Context: an optimization exercise on an open-source flow, tuned for small area, a short achievable clock period and few clock cycles. The choices shown serve that exercise and are no tape-out recipe. The RTL was checked by simulation tests, not by an equivalence proof against the original design. Power and IR drop assume default switching activity.

## zinc
==> flow/design.v <==
package puf_pkg;
  localparam int unsigned C_IOSCNUM_DEF      = 48;
  localparam int unsigned C_IOSCDWIDTH_DEF   = 24;
  localparam int unsigned C_OIDWIDTH_DEF     = 24;
  localparam int unsigned C_MEMDATAWIDTH_DEF = 8;
  localparam int unsigned C_MEMADDRWIDTH_DEF = 24;
  localparam int unsigned C_CHALBASE_DEF     = 0;
  localparam int unsigned C_IDXW = $clog2(C_IOSCNUM_DEF);
endpackage
module cnt_regfile #(
  parameter int unsigned N  = puf_pkg::C_IOSCNUM_DEF,
  parameter int unsigned DW = puf_pkg::C_IOSCDWIDTH_DEF,
  parameter int unsigned IW = puf_pkg::C_IDXW
) (
  input  logic                   I_sclk,
  input  logic [(N+7)/8-1:0]     I_wr_hi,    
  input  logic [7:0]             I_wr_lo,
  input  logic [DW-1:0]          I_wr_data,
  input  logic [N-1:0]           I_rd_sel,   
  output logic [DW-1:0]          O_rd_data
);
  logic [N-1:0][DW-1:0] cnt_q;
  logic [DW-1:0]        rd;
  for (genvar i = 0; i < N; i++) begin : g_cnt
    always_ff @(posedge I_sclk) begin
      if (I_wr_hi[i / 8] && I_wr_lo[i % 8]) cnt_q[i] <= I_wr_data;
    end
  end
  always_comb begin
    rd = '0;
    for (int i = 0; i < N; i++)
      rd = rd | (cnt_q[i] & {DW{I_rd_sel[i]}});
  end
  always_ff @(posedge I_sclk) O_rd_data <= rd;
endmodule
module puf_resp_gen #(
  parameter int unsigned C_IOSCNUM      = puf_pkg::C_IOSCNUM_DEF,
  parameter int unsigned C_IOSCDWIDTH   = puf_pkg::C_IOSCDWIDTH_DEF,
  parameter int unsigned C_OIDWIDTH     = puf_pkg::C_OIDWIDTH_DEF,
  parameter int unsigned C_MEMDATAWIDTH = puf_pkg::C_MEMDATAWIDTH_DEF,
  parameter int unsigned C_MEMADDRWIDTH = puf_pkg::C_MEMADDRWIDTH_DEF,
  parameter int unsigned C_CHALBASE     = puf_pkg::C_CHALBASE_DEF
) (
  input  logic                      I_sclk,
  input  logic                      I_rst,
  input  logic                      I_cnt_valid,
  input  logic [puf_pkg::C_IDXW-1:0]         I_cnt_idx,
  input  logic [C_IOSCDWIDTH-1:0]   I_cnt_data,
  output logic                      O_cnt_ready,
  input  logic                      I_start,
  output logic                      O_busy,
  output logic [C_MEMADDRWIDTH-1:0] O_mem_addr,
  input  logic [C_MEMDATAWIDTH-1:0] I_mem_data,
  output logic [C_OIDWIDTH-1:0]     O_prim_id,
  output logic                      O_id_valid,
  output logic                      O_err
);
  localparam int unsigned IW = puf_pkg::C_IDXW;
  localparam int unsigned CW = $clog2(C_IOSCNUM + 1);
  localparam int unsigned NB = 2 * C_OIDWIDTH;    
  localparam logic [IW-1:0] LAST_A = NB - 1;
  localparam logic [CW-1:0] N_ALL  = C_IOSCNUM;
  localparam logic [CW-1:0] N_ONE  = C_IOSCNUM - 1;
  localparam logic [CW-1:0] N_TWO  = C_IOSCNUM - 2;
  logic          busy_q, id_valid_q, err_q;
  logic          fetch_q, m_v_q, r_v_q, x_v_q;
  logic [IW-1:0] addr_q;
  logic [C_IOSCNUM-1:0] loaded_q;
  logic [CW-1:0]        nld_q;
  logic                 new_q, full, one;
  logic          m_odd_q, r_odd_q, r_bad_q, a_bad_q;
  logic [C_IOSCNUM-1:0] m_sel_q;
  logic                 m_bad_q;
  logic [C_IOSCDWIDTH-1:0] rd_q, a_q;
  logic [C_OIDWIDTH-1:0]   id_q;
  logic idle, run_end, wr_in, wr_oob, wr_new, all_in, start_acc, shift, cmp_bit;
  logic [C_IOSCNUM-1:0] wmask, loaded_d;
  localparam int unsigned NH = (C_IOSCNUM + 7) / 8;
  logic [NH-1:0]           whi_q;
  logic [7:0]              wlo_q;
  logic [C_IOSCDWIDTH-1:0] wdata_q;
  assign idle    = ~(fetch_q | m_v_q | r_v_q | x_v_q);
  assign run_end = r_v_q & ~m_v_q;
  assign wr_in  = I_cnt_valid & idle;
  assign wr_oob = wr_in & ({1'b0, I_cnt_idx} >= C_IOSCNUM);
  always_comb begin
    wmask = '0;
    for (int i = 0; i < C_IOSCNUM; i++) wmask[i] = wr_in & (I_cnt_idx == i);
  end
  assign wr_new = |(wmask & ~loaded_q);
  assign full   = (nld_q == N_ALL) | (nld_q == N_ONE & new_q);
  assign one    = (nld_q == N_ONE & ~new_q) | (nld_q == N_TWO & new_q);
  logic [IW-1:0] miss_idx;
  always_comb begin
    miss_idx = '0;
    for (int i = 0; i < C_IOSCNUM; i++)
      if (!loaded_q[i]) miss_idx = miss_idx | IW'(i);
  end
  assign all_in = full | (one & wr_in & (I_cnt_idx == miss_idx));
  assign start_acc = idle & I_start & all_in;
  assign loaded_d = run_end ? '0 : (loaded_q | wmask);
  assign shift   = r_v_q & r_odd_q;
  assign cmp_bit = ~a_bad_q & ~r_bad_q & (a_q > rd_q);
  cnt_regfile #(
    .N  (C_IOSCNUM),
    .DW (C_IOSCDWIDTH),
    .IW (IW)
  ) u_cnt_regfile (
    .I_sclk    (I_sclk),
    .I_wr_hi   (whi_q),
    .I_wr_lo   (wlo_q),
    .I_wr_data (wdata_q),
    .I_rd_sel  (m_sel_q),
    .O_rd_data (rd_q)
  );
  always_ff @(posedge I_sclk) begin
    for (int j = 0; j < 8; j++) wlo_q[j] <= I_cnt_idx[2:0] == j;
    wdata_q <= I_cnt_data;
    for (int j = 0; j < C_IOSCNUM; j++) m_sel_q[j] <= I_mem_data[IW-1:0] == j;
    m_bad_q <= {1'b0, I_mem_data[IW-1:0]} >= C_IOSCNUM;
    m_odd_q <= ~addr_q[0];
    r_odd_q <= m_odd_q;
    r_bad_q <= m_bad_q;
    a_q     <= rd_q;
    a_bad_q <= r_bad_q;
  end
  always_ff @(posedge I_sclk or posedge I_rst) begin
    if (I_rst) begin
      busy_q     <= 1'b0;
      id_valid_q <= 1'b0;
      err_q      <= 1'b0;
      fetch_q    <= 1'b0;
      m_v_q      <= 1'b0;
      r_v_q      <= 1'b0;
      x_v_q      <= 1'b0;
      addr_q     <= '0;
      loaded_q   <= '0;
      nld_q      <= '0;
      new_q      <= 1'b0;
      whi_q      <= '0;
      id_q       <= '0;
    end else begin
      fetch_q    <= start_acc | (fetch_q & (addr_q != '0));
      m_v_q      <= fetch_q;
      r_v_q      <= m_v_q;
      x_v_q      <= r_v_q;
      id_valid_q <= run_end;
      busy_q     <= start_acc | fetch_q | m_v_q | r_v_q;
      loaded_q <= loaded_d;
      nld_q    <= run_end ? '0 : nld_q + CW'(new_q);
      new_q    <= wr_new;
      for (int j = 0; j < NH; j++) whi_q[j] <= wr_in & (I_cnt_idx[5:3] == j);
      if (idle) begin
        if (I_start) err_q <= all_in ? wr_oob : 1'b1;
        else if (wr_oob) err_q <= 1'b1;
      end else if (shift && (a_bad_q || r_bad_q)) begin
        err_q <= 1'b1;
      end
      if (addr_q != '0 && addr_q != LAST_A) addr_q <= addr_q + 1'b1;
      else                                  addr_q <= IW'(start_acc);
      if (shift) id_q <= {cmp_bit, id_q[C_OIDWIDTH-1:1]};
    end
  end
  assign O_cnt_ready = ~busy_q;
  assign O_busy      = busy_q;
  assign O_mem_addr  = C_MEMADDRWIDTH'(addr_q);
  assign O_prim_id   = id_q;
  assign O_id_valid  = id_valid_q;
  assign O_err       = err_q;
endmodule
==> flow/config.mk <==
export PLATFORM = sky130hd
export DESIGN_NAME = puf_resp_gen
export DESIGN_NICKNAME = puf_resp_gen
export VERILOG_FILES = /design/flow/design.v
export SDC_FILE = /design/flow/constraint.sdc
export NUM_CORES = 4
export LEC_CHECK = 0
export CAP_MARGIN = 20
export CORE_MARGIN = 2
export CORE_UTILIZATION = 55
export CTS_CLUSTER_DIAMETER = 90
export CTS_CLUSTER_SIZE = 25
export SETUP_SLACK_MARGIN = 4.1
export SLEW_MARGIN = 20
==> flow/constraint.sdc <==
create_clock -name core_clock -period 6.5 [get_ports {I_sclk}]
set_input_delay 1.3000 -clock core_clock [delete_from_list [all_inputs] [get_ports {I_sclk}]]
set_output_delay 1.3000 -clock core_clock [all_outputs]
set_load 0.01 [all_outputs]
run.sh (not shown) runs the stock make flow with config.mk's settings and CLKGATE_MAP_FILE= SYNTH_SCRIPT=/design/flow/synth_recipe.tcl, a recipe that flattens the netlist after the stock synthesis.
zinc | stages: all done | timing, DRC, antenna: all pass
Testbench counts of zinc, summed over its fixed seeds: cycles 19,008.
The inputs of ember differ from those of zinc as listed below.
-- flow/design.v --
<<< zinc, line 17
  input  logic [7:0]             I_wr_lo,
  input  logic [DW-1:0]          I_wr_data,
  input  logic [N-1:0]           I_rd_sel,   
  output logic [DW-1:0]          O_rd_data
);
>>> ember, line 17
  input  logic [7:0]             I_wr_lo,
  input  logic [DW-1:0]          I_wr_data,
  input  logic [(N+7)/8-1:0]     I_rd_hi,    
  input  logic [7:0]             I_rd_lo,
  output logic [DW-1:0]          O_rd_data
);
<<< zinc, line 30
    rd = '0;
    for (int i = 0; i < N; i++)
      rd = rd | (cnt_q[i] & {DW{I_rd_sel[i]}});
  end
  always_ff @(posedge I_sclk) O_rd_data <= rd;
>>> ember, line 31
    rd = '0;
    for (int i = 0; i < N; i++)
      rd = rd | (cnt_q[i] & {DW{I_rd_hi[i / 8] & I_rd_lo[i % 8]}});
  end
  always_ff @(posedge I_sclk) O_rd_data <= rd;
<<< zinc, line 70
  logic                 new_q, full, one;
  logic          m_odd_q, r_odd_q, r_bad_q, a_bad_q;
  logic [C_IOSCNUM-1:0] m_sel_q;
  logic                 m_bad_q;
  logic [C_IOSCDWIDTH-1:0] rd_q, a_q;
  logic [C_OIDWIDTH-1:0]   id_q;
>>> ember, line 71
  logic                 new_q, full, one;
  logic          m_odd_q, r_odd_q, r_bad_q, a_bad_q;
  logic [7:0]    m_hi_q, m_lo_q;
  logic [C_IOSCDWIDTH-1:0] rd_q, a_q;
  logic [C_OIDWIDTH-1:0]   id_q;
<<< zinc, line 111
    .I_wr_lo   (wlo_q),
    .I_wr_data (wdata_q),
    .I_rd_sel  (m_sel_q),
    .O_rd_data (rd_q)
  );
>>> ember, line 111
    .I_wr_lo   (wlo_q),
    .I_wr_data (wdata_q),
    .I_rd_hi   (m_hi_q[NH-1:0]),
    .I_rd_lo   (m_lo_q),
    .O_rd_data (rd_q)
  );
<<< zinc, line 117
    for (int j = 0; j < 8; j++) wlo_q[j] <= I_cnt_idx[2:0] == j;
    wdata_q <= I_cnt_data;
    for (int j = 0; j < C_IOSCNUM; j++) m_sel_q[j] <= I_mem_data[IW-1:0] == j;
    m_bad_q <= {1'b0, I_mem_data[IW-1:0]} >= C_IOSCNUM;
    m_odd_q <= ~addr_q[0];
    r_odd_q <= m_odd_q;
    r_bad_q <= m_bad_q;
    a_q     <= rd_q;
    a_bad_q <= r_bad_q;
>>> ember, line 118
    for (int j = 0; j < 8; j++) wlo_q[j] <= I_cnt_idx[2:0] == j;
    wdata_q <= I_cnt_data;
    for (int j = 0; j < 8; j++) begin
      m_hi_q[j] <= I_mem_data[5:3] == j;
      m_lo_q[j] <= I_mem_data[2:0] == j;
    end
    m_odd_q <= ~addr_q[0];
    r_odd_q <= m_odd_q;
    r_bad_q <= |m_hi_q[7:NH];
    a_q     <= rd_q;
    a_bad_q <= r_bad_q;
Results
ember ran to completion and came out clean on the timing, DRC and antenna checks.
Row total of plain and repair buffers excluding clock buffers: ember higher / zinc lower
Per the comparison of ember with zinc, sequential cell count of the final layout lost 33, final cell count without fillers picked up an extra 3.9%, antenna diode instance count picked up an extra 3, sequential share of layout area lost 2.7 points.
Clock share of power ends up higher on zinc.
Testbench counts of ember, summed over its fixed seeds: cycles 19,008.

========
== rev 12 ==
RTL: the design.v shown in full above, as it stands there.
make LEC_CHECK=0 CAP_MARGIN=20 CORE_MARGIN=2 CORE_UTILIZATION=50 CTS_CLUSTER_DIAMETER=90 CTS_CLUSTER_SIZE=25 SETUP_SLACK_MARGIN=4.0 SLEW_MARGIN=20 finish   # period 6.5 ns
Testbench counts of rev 12, summed over its fixed seeds: cycles 19,008.
For rev 13, these inputs were changed with respect to rev 12:
--- a/flow/design.v
+++ b/flow/design.v
@@ -13,26 +13,27 @@
   parameter int unsigned IW = puf_pkg::C_IDXW
 ) (
   input  logic                   I_sclk,
   input  logic [(N+7)/8-1:0]     I_wr_hi,    
   input  logic [7:0]             I_wr_lo,
   input  logic [DW-1:0]          I_wr_data,
-  input  logic [N-1:0]           I_rd_sel,   
+  input  logic [(N+7)/8-1:0]     I_rd_hi,    
+  input  logic [7:0]             I_rd_lo,
   output logic [DW-1:0]          O_rd_data
 );
   logic [N-1:0][DW-1:0] cnt_q;
   logic [DW-1:0]        rd;
   for (genvar i = 0; i < N; i++) begin : g_cnt
     always_ff @(posedge I_sclk) begin
       if (I_wr_hi[i / 8] && I_wr_lo[i % 8]) cnt_q[i] <= I_wr_data;
     end
   end
   always_comb begin
     rd = '0;
     for (int i = 0; i < N; i++)
-      rd = rd | (cnt_q[i] & {DW{I_rd_sel[i]}});
+      rd = rd | (cnt_q[i] & {DW{I_rd_hi[i / 8] & I_rd_lo[i % 8]}});
   end
   always_ff @(posedge I_sclk) O_rd_data <= rd;
 endmodule
 module puf_resp_gen #(
   parameter int unsigned C_IOSCNUM      = puf_pkg::C_IOSCNUM_DEF,
   parameter int unsigned C_IOSCDWIDTH   = puf_pkg::C_IOSCDWIDTH_DEF,
@@ -66,14 +67,13 @@
   logic          fetch_q, m_v_q, r_v_q, x_v_q;
   logic [IW-1:0] addr_q;
   logic [C_IOSCNUM-1:0] loaded_q;
   logic [CW-1:0]        nld_q;
   logic                 new_q, full, one;
   logic          m_odd_q, r_odd_q, r_bad_q, a_bad_q;
-  logic [C_IOSCNUM-1:0] m_sel_q;
-  logic                 m_bad_q;
+  logic [7:0]    m_hi_q, m_lo_q;
   logic [C_IOSCDWIDTH-1:0] rd_q, a_q;
   logic [C_OIDWIDTH-1:0]   id_q;
   logic idle, run_end, wr_in, wr_oob, wr_new, all_in, start_acc, shift, cmp_bit;
   logic [C_IOSCNUM-1:0] wmask, loaded_d;
   localparam int unsigned NH = (C_IOSCNUM + 7) / 8;
   logic [NH-1:0]           whi_q;
@@ -107,23 +107,26 @@
     .IW (IW)
   ) u_cnt_regfile (
     .I_sclk    (I_sclk),
     .I_wr_hi   (whi_q),
     .I_wr_lo   (wlo_q),
     .I_wr_data (wdata_q),
-    .I_rd_sel  (m_sel_q),
+    .I_rd_hi   (m_hi_q[NH-1:0]),
+    .I_rd_lo   (m_lo_q),
     .O_rd_data (rd_q)
   );
   always_ff @(posedge I_sclk) begin
     for (int j = 0; j < 8; j++) wlo_q[j] <= I_cnt_idx[2:0] == j;
     wdata_q <= I_cnt_data;
-    for (int j = 0; j < C_IOSCNUM; j++) m_sel_q[j] <= I_mem_data[IW-1:0] == j;
-    m_bad_q <= {1'b0, I_mem_data[IW-1:0]} >= C_IOSCNUM;
+    for (int j = 0; j < 8; j++) begin
+      m_hi_q[j] <= I_mem_data[5:3] == j;
+      m_lo_q[j] <= I_mem_data[2:0] == j;
+    end
     m_odd_q <= ~addr_q[0];
     r_odd_q <= m_odd_q;
-    r_bad_q <= m_bad_q;
+    r_bad_q <= |m_hi_q[7:NH];
     a_q     <= rd_q;
     a_bad_q <= r_bad_q;
   end
   always_ff @(posedge I_sclk or posedge I_rst) begin
     if (I_rst) begin
       busy_q     <= 1'b0;
Results
- Rev 13 went all the way through synthesis, placement and routing and the layout is clean on timing, DRC and antenna.
- No stage failed in rev 12, and the final checks on the layout all came back clean.
- The summed area of non-filler cells in the final layout reported for rev 13 is greater than that of rev 12 by 1.3%.
- Measured against rev 12, the peak supply drop of rev 13 comes out at 1.3 times the reference value.
- Diff rev 12 -> rev 13: final setup slack of the worst path now sits lower, wire length on met2 now sits lower, full die area now sits at about the same level.
- Going from rev 12 to rev 13, total wire length after detailed routing lower, met2 capacity usage during global routing went down 2.8 points, final design utilization higher.
Testbench counts of rev 13, summed over its fixed seeds: cycles 19,008.

[re-timing with driven ports]
How much do the figures lean on ideal ports? The routed layouts below were timed once more, with nothing changed but the port constraints. Step 1 sets driving cells, clkbuf_16 on the clock port and buf_2 on the other inputs (assumed; they add their load-dependent delay and slew). Step 2 adds t to the input delays and takes it off the output delays; t is the mean of the earliest and latest rising clock arrival at the registers after step 1. Input paths then give back, and output paths get back, about the clock's delay inside the block. Three values: ideal, step 1, step 2; two values: the first two.
run | t (ns) | setup slack, ns | hold slack, ns | latest minus earliest clock arrival (ns) | slew at the worst register clock pin (ns)
zinc | 0.774 | 3.918 / 3.842 / 3.486 | 0.336 / 0.336 / 0.336 | 0.033 / 0.033 | 0.11 / 0.11
ember | 0.748 | 3.942 / 3.877 / 3.444 | 0.344 / 0.344 / 0.344 | 0.049 / 0.049 | 0.11 / 0.11
rev 12 | 0.720 | 3.958 / 3.895 / 3.284 | 0.339 / 0.339 / 0.339 | 0.036 / 0.036 | 0.11 / 0.11
rev 13 | 0.805 | 3.919 / 3.843 / 3.302 | 0.336 / 0.336 / 0.336 | 0.049 / 0.049 | 0.11 / 0.11
After both steps setup and hold are still met in every run listed. The setup slack of rev 12, which loses most, moves by -0.063 ns with the drivers and by -0.674 ns with both steps.
